Source: an optimization exercise on an open RTL-to-GDS flow (aim: small area). Production flows keep margins and buffers that such runs may drop. Function was checked by simulation only, so behaviour that the tests miss may differ from the original.

==> inputs of yarrow <==
==> flow/design.v (excerpt) <==
module fcache_ctrl #(
  parameter int W     = 16,
  parameter int NREGS = 15,
  parameter int DEPTH = 8
) (
  input  logic                         clk,
  input  logic                         reset,
  input  logic                         save_req,
  input  logic                         restore_req,
  input  logic [W*NREGS-1:0]           fcOut,
  output logic [W*NREGS-1:0]           fcIn,
  output logic                         restore,
  output logic                         busy,
  output logic                         done,
  output logic                         overflow,
  output logic                         underflow,
  output logic [$clog2(DEPTH+1)-1:0]   depth
);
==> module fcache_ctrl, before the edit <==
module fcache_ctrl #(
  parameter int W     = 16,
  parameter int NREGS = 15,
  parameter int DEPTH = 8
) (
  input  logic                         clk,
  input  logic                         reset,
  input  logic                         save_req,
  input  logic                         restore_req,
  input  logic [W*NREGS-1:0]           fcOut,
  output logic [W*NREGS-1:0]           fcIn,
  output logic                         restore,
  output logic                         busy,
  output logic                         done,
  output logic                         overflow,
  output logic                         underflow,
  output logic [$clog2(DEPTH+1)-1:0]   depth
);
  localparam int FRAME_W = W * NREGS;
  localparam int DEPTH_W = $clog2(DEPTH + 1);
  localparam int IDX_W   = $clog2(NREGS + 1);
  localparam int NSLOT   = DEPTH - 1;
  logic [NREGS-1:0]     gh_q;        
  logic [IDX_W-1:0]     cnt_q;       
  logic [DEPTH_W-1:0]   sp_q;
  logic                 busy_q, rd_q, fin_q;
  logic                 restore_q, done_q, ovf_q, unf_q;
  logic [FRAME_W-1:0]   buf_q;
  logic [FRAME_W-1:0]   fcin_q;
  logic [W-1:0]         slot_q [NSLOT][NREGS];
  logic idle, full, empty;
  logic acc_save, acc_rest, err_ovf, err_unf, last;
  logic wr_en, cap_en, load_en;
  logic [W-1:0] wdata, tap;
  logic [DEPTH_W-1:0] rd_sel;
  assign idle     = !busy_q && !fin_q;
  assign full     = sp_q[DEPTH_W-1];
  assign empty    = (sp_q == '0);
  assign acc_save = idle && save_req && !full;
  assign err_ovf  = idle && save_req && full;
  assign acc_rest = idle && !save_req && restore_req && !empty;
  assign err_unf  = idle && !save_req && restore_req && empty;
  assign last     = rd_q ? (cnt_q == IDX_W'(NREGS)) : (cnt_q == IDX_W'(NREGS - 1));
  assign wr_en    = busy_q && !rd_q;
  assign cap_en   = busy_q && rd_q && !full;
  assign load_en  = busy_q && rd_q && last;
  always_comb begin
    wdata = '0;
    for (int k = 0; k < NREGS; k++)
      wdata = wdata | (buf_q[W*k +: W] & {W{gh_q[k]}});
  end
  assign rd_sel = sp_q - DEPTH_W'(1);
  always_comb begin
    tap = slot_q[0][0];
    for (int s = 0; s < NSLOT; s++)
      if (rd_sel[DEPTH_W-2:0] == (DEPTH_W-1)'(s)) tap = slot_q[s][0];
  end
  for (genvar s = 0; s < NSLOT; s++) begin : g_slot
    always_ff @(posedge clk) begin
      for (int p = 0; p < NREGS - 1; p++)
        slot_q[s][p] <= slot_q[s][p+1];
      if (wr_en && sp_q[DEPTH_W-2:0] == (DEPTH_W-1)'(s))
        slot_q[s][NREGS-1] <= wdata;
      else
        slot_q[s][NREGS-1] <= slot_q[s][0];
    end
  end
  logic [NREGS-1:0] cap_w, hold_w;
  always_comb
    for (int k = 0; k < NREGS; k++) begin
      cap_w[k]  = cap_en && gh_q[k] && !acc_save;
      hold_w[k] = !acc_save && !(cap_en && gh_q[k]);
    end
  always_ff @(posedge clk)
    for (int k = 0; k < NREGS; k++)
      buf_q[W*k +: W] <= (fcOut[W*k +: W] & {W{acc_save}}) |
                         (tap & {W{cap_w[k]}}) |
                         (buf_q[W*k +: W] & {W{hold_w[k]}});
  always_ff @(posedge clk) begin
    if (reset) begin
      gh_q      <= NREGS'(1);
      cnt_q     <= '0;
      sp_q      <= '0;
      busy_q    <= 1'b0;
      rd_q      <= 1'b0;
      fin_q     <= 1'b0;
      restore_q <= 1'b0;
      done_q    <= 1'b0;
      ovf_q     <= 1'b0;
      unf_q     <= 1'b0;
    end else begin
      gh_q      <= {gh_q[NREGS-2:0], gh_q[NREGS-1]};
      restore_q <= load_en;
      done_q    <= fin_q;
      if (err_ovf) ovf_q <= 1'b1;
      if (err_unf) unf_q <= 1'b1;
      if (busy_q) begin
        cnt_q <= cnt_q + IDX_W'(1);
        if (last) begin
          busy_q <= 1'b0;
          fin_q  <= 1'b1;
          sp_q   <= rd_q ? sp_q - DEPTH_W'(1) : sp_q + DEPTH_W'(1);
        end
      end else if (fin_q) begin
        fin_q <= 1'b0;
      end else if (acc_save || acc_rest) begin
        busy_q <= 1'b1;
        rd_q   <= acc_rest;
        cnt_q  <= '0;
      end else if (err_ovf || err_unf) begin
        fin_q <= 1'b1;
      end
    end
  end
  logic fcin_ld, fcin_hold;
  assign fcin_ld   = load_en && !reset;
  assign fcin_hold = !load_en && !reset;
  always_ff @(posedge clk)
    fcin_q <= (buf_q & {FRAME_W{fcin_ld}}) | (fcin_q & {FRAME_W{fcin_hold}});
  assign fcIn      = fcin_q;
  assign restore   = restore_q;
  assign busy      = busy_q;
  assign done      = done_q;
  assign overflow  = ovf_q;
  assign underflow = unf_q;
  assign depth     = sp_q;
endmodule
Settings: LEC_CHECK=0, CAP_MARGIN=20, CORE_MARGIN=2, CORE_UTILIZATION=50, CTS_BUF_LIST=sky130_fd_sc_hd__clkbuf_8, CTS_CLUSTER_DIAMETER=60, CTS_CLUSTER_SIZE=18, PLACE_DENSITY=0.65, SLEW_MARGIN=20; clock period 7.0 ns.
run.sh (not shown) runs the stock make flow with config.mk's settings and CLKGATE_MAP_FILE= SYNTH_SCRIPT=/design/flow/synth_recipe.tcl, a recipe that flattens the netlist after the stock synthesis.
==> inputs of pepper, as changes to yarrow <==
--- a/flow/design.v
+++ b/flow/design.v
@@ -21,5 +21,5 @@
   localparam int IDX_W   = $clog2(NREGS + 1);
   localparam int NSLOT   = DEPTH - 1;
-  logic [NREGS-1:0]     gh_q;        
+  logic [IDX_W-1:0]     g_q;         
   logic [IDX_W-1:0]     cnt_q;       
   logic [DEPTH_W-1:0]   sp_q;
@@ -46,7 +46,7 @@
   assign load_en  = busy_q && rd_q && last;
   always_comb begin
-    wdata = '0;
+    wdata = buf_q[W-1:0];
     for (int k = 0; k < NREGS; k++)
-      wdata = wdata | (buf_q[W*k +: W] & {W{gh_q[k]}});
+      if (g_q == IDX_W'(k)) wdata = buf_q[W*k +: W];
   end
   assign rd_sel = sp_q - DEPTH_W'(1);
@@ -66,18 +66,15 @@
     end
   end
-  logic [NREGS-1:0] cap_w, hold_w;
-  always_comb
-    for (int k = 0; k < NREGS; k++) begin
-      cap_w[k]  = cap_en && gh_q[k] && !acc_save;
-      hold_w[k] = !acc_save && !(cap_en && gh_q[k]);
+  always_ff @(posedge clk) begin
+    if (acc_save) begin
+      buf_q <= fcOut;
+    end else if (cap_en) begin
+      for (int k = 0; k < NREGS; k++)
+        if (g_q == IDX_W'(k)) buf_q[W*k +: W] <= tap;
     end
-  always_ff @(posedge clk)
-    for (int k = 0; k < NREGS; k++)
-      buf_q[W*k +: W] <= (fcOut[W*k +: W] & {W{acc_save}}) |
-                         (tap & {W{cap_w[k]}}) |
-                         (buf_q[W*k +: W] & {W{hold_w[k]}});
+  end
   always_ff @(posedge clk) begin
     if (reset) begin
-      gh_q      <= NREGS'(1);
+      g_q       <= '0;
       cnt_q     <= '0;
       sp_q      <= '0;
@@ -89,10 +86,12 @@
       ovf_q     <= 1'b0;
       unf_q     <= 1'b0;
+      fcin_q    <= '0;
     end else begin
-      gh_q      <= {gh_q[NREGS-2:0], gh_q[NREGS-1]};
+      g_q       <= (g_q == IDX_W'(NREGS - 1)) ? '0 : g_q + IDX_W'(1);
       restore_q <= load_en;
       done_q    <= fin_q;
       if (err_ovf) ovf_q <= 1'b1;
       if (err_unf) unf_q <= 1'b1;
+      if (load_en) fcin_q <= buf_q;
       if (busy_q) begin
         cnt_q <= cnt_q + IDX_W'(1);
@@ -113,9 +112,4 @@
     end
   end
-  logic fcin_ld, fcin_hold;
-  assign fcin_ld   = load_en && !reset;
-  assign fcin_hold = !load_en && !reset;
-  always_ff @(posedge clk)
-    fcin_q <= (buf_q & {FRAME_W{fcin_ld}}) | (fcin_q & {FRAME_W{fcin_hold}});
   assign fcIn      = fcin_q;
   assign restore   = restore_q;
Settings changed: CORE_UTILIZATION 50 to 35, CTS_BUF_LIST sky130_fd_sc_hd__clkbuf_8 to default, CTS_CLUSTER_DIAMETER 60 to default, CTS_CLUSTER_SIZE 18 to default, PLACE_DENSITY 0.65 to 0.55.
==> results_dict.tcl <==
set metrics [dict create \
    synthSimpleGateAreaFrac_pct 7.89 \
    wl_met3_um 18300 \
    critPathBufInv 2 \
    post-place-ws_ns 2.44 \
    cp_top_family "compound AO/OA/AOI/OAI gates" \
    outcome "timing/DRC/antenna clean" \
    fin_util_pct 44.0 \
    clock_net_power_mw 11.2 \
    dp.cells 7077 \
    multi_input_gates 2124 \
    fin_crit_ns 4.47 \
    tightestPinTransition_ns 1.36 \
]
Source of the figures above: pepper

==> results_dict.tcl <==
set metrics [dict create \
    fin_crit_ns 4.07 \
    outcome "timing/DRC/antenna clean" \
    cp_top_family "buffers and inverters" \
    dp.cells 5580 \
    post-place-ws_ns 2.86 \
    wl_met3_um 12700 \
    synth_compound_area_share_pct 14.0 \
    multi_input_gates 1425 \
    tightestPinTransition_ns 1.24 \
    fin_util_pct 58.6 \
]
Source of the figures above: yarrow

-- what the ideal ports hide --
The flow's constraints put no driver on any port. The routed layouts listed below were extracted and timed again, unchanged, in two steps.
Step 1 sets driving cells, clkbuf_16 on the clock port and buf_2 on the other inputs (assumed; they add their load-dependent delay and slew).
Step 2 also shifts input and output timing later by t, the mid clock arrival at the registers, as if the neighbouring blocks saw the same clock.
Slacks: ideal / step 1 / step 2; pairs: ideal / step 1.
| run | t, ns | setup slack, ns | clock arrival spread, ns | slew at the worst register clock pin (ns) | cell pins on the clock port's net |
|---|---|---|---|---|---|
| yarrow | 0.908 | 2.932 / 2.865 / 2.776 | 0.072 / 0.072 | 0.11 / 0.11 | 1 |
| pepper | 0.892 | 2.530 / 2.531 / 2.342 | 0.072 / 0.072 | 0.07 / 0.07 | 1 |
After both steps every run listed still meets setup and hold. The setup slack of pepper, which loses most, moves by +0.001 ns with the drivers and by -0.188 ns with both steps.
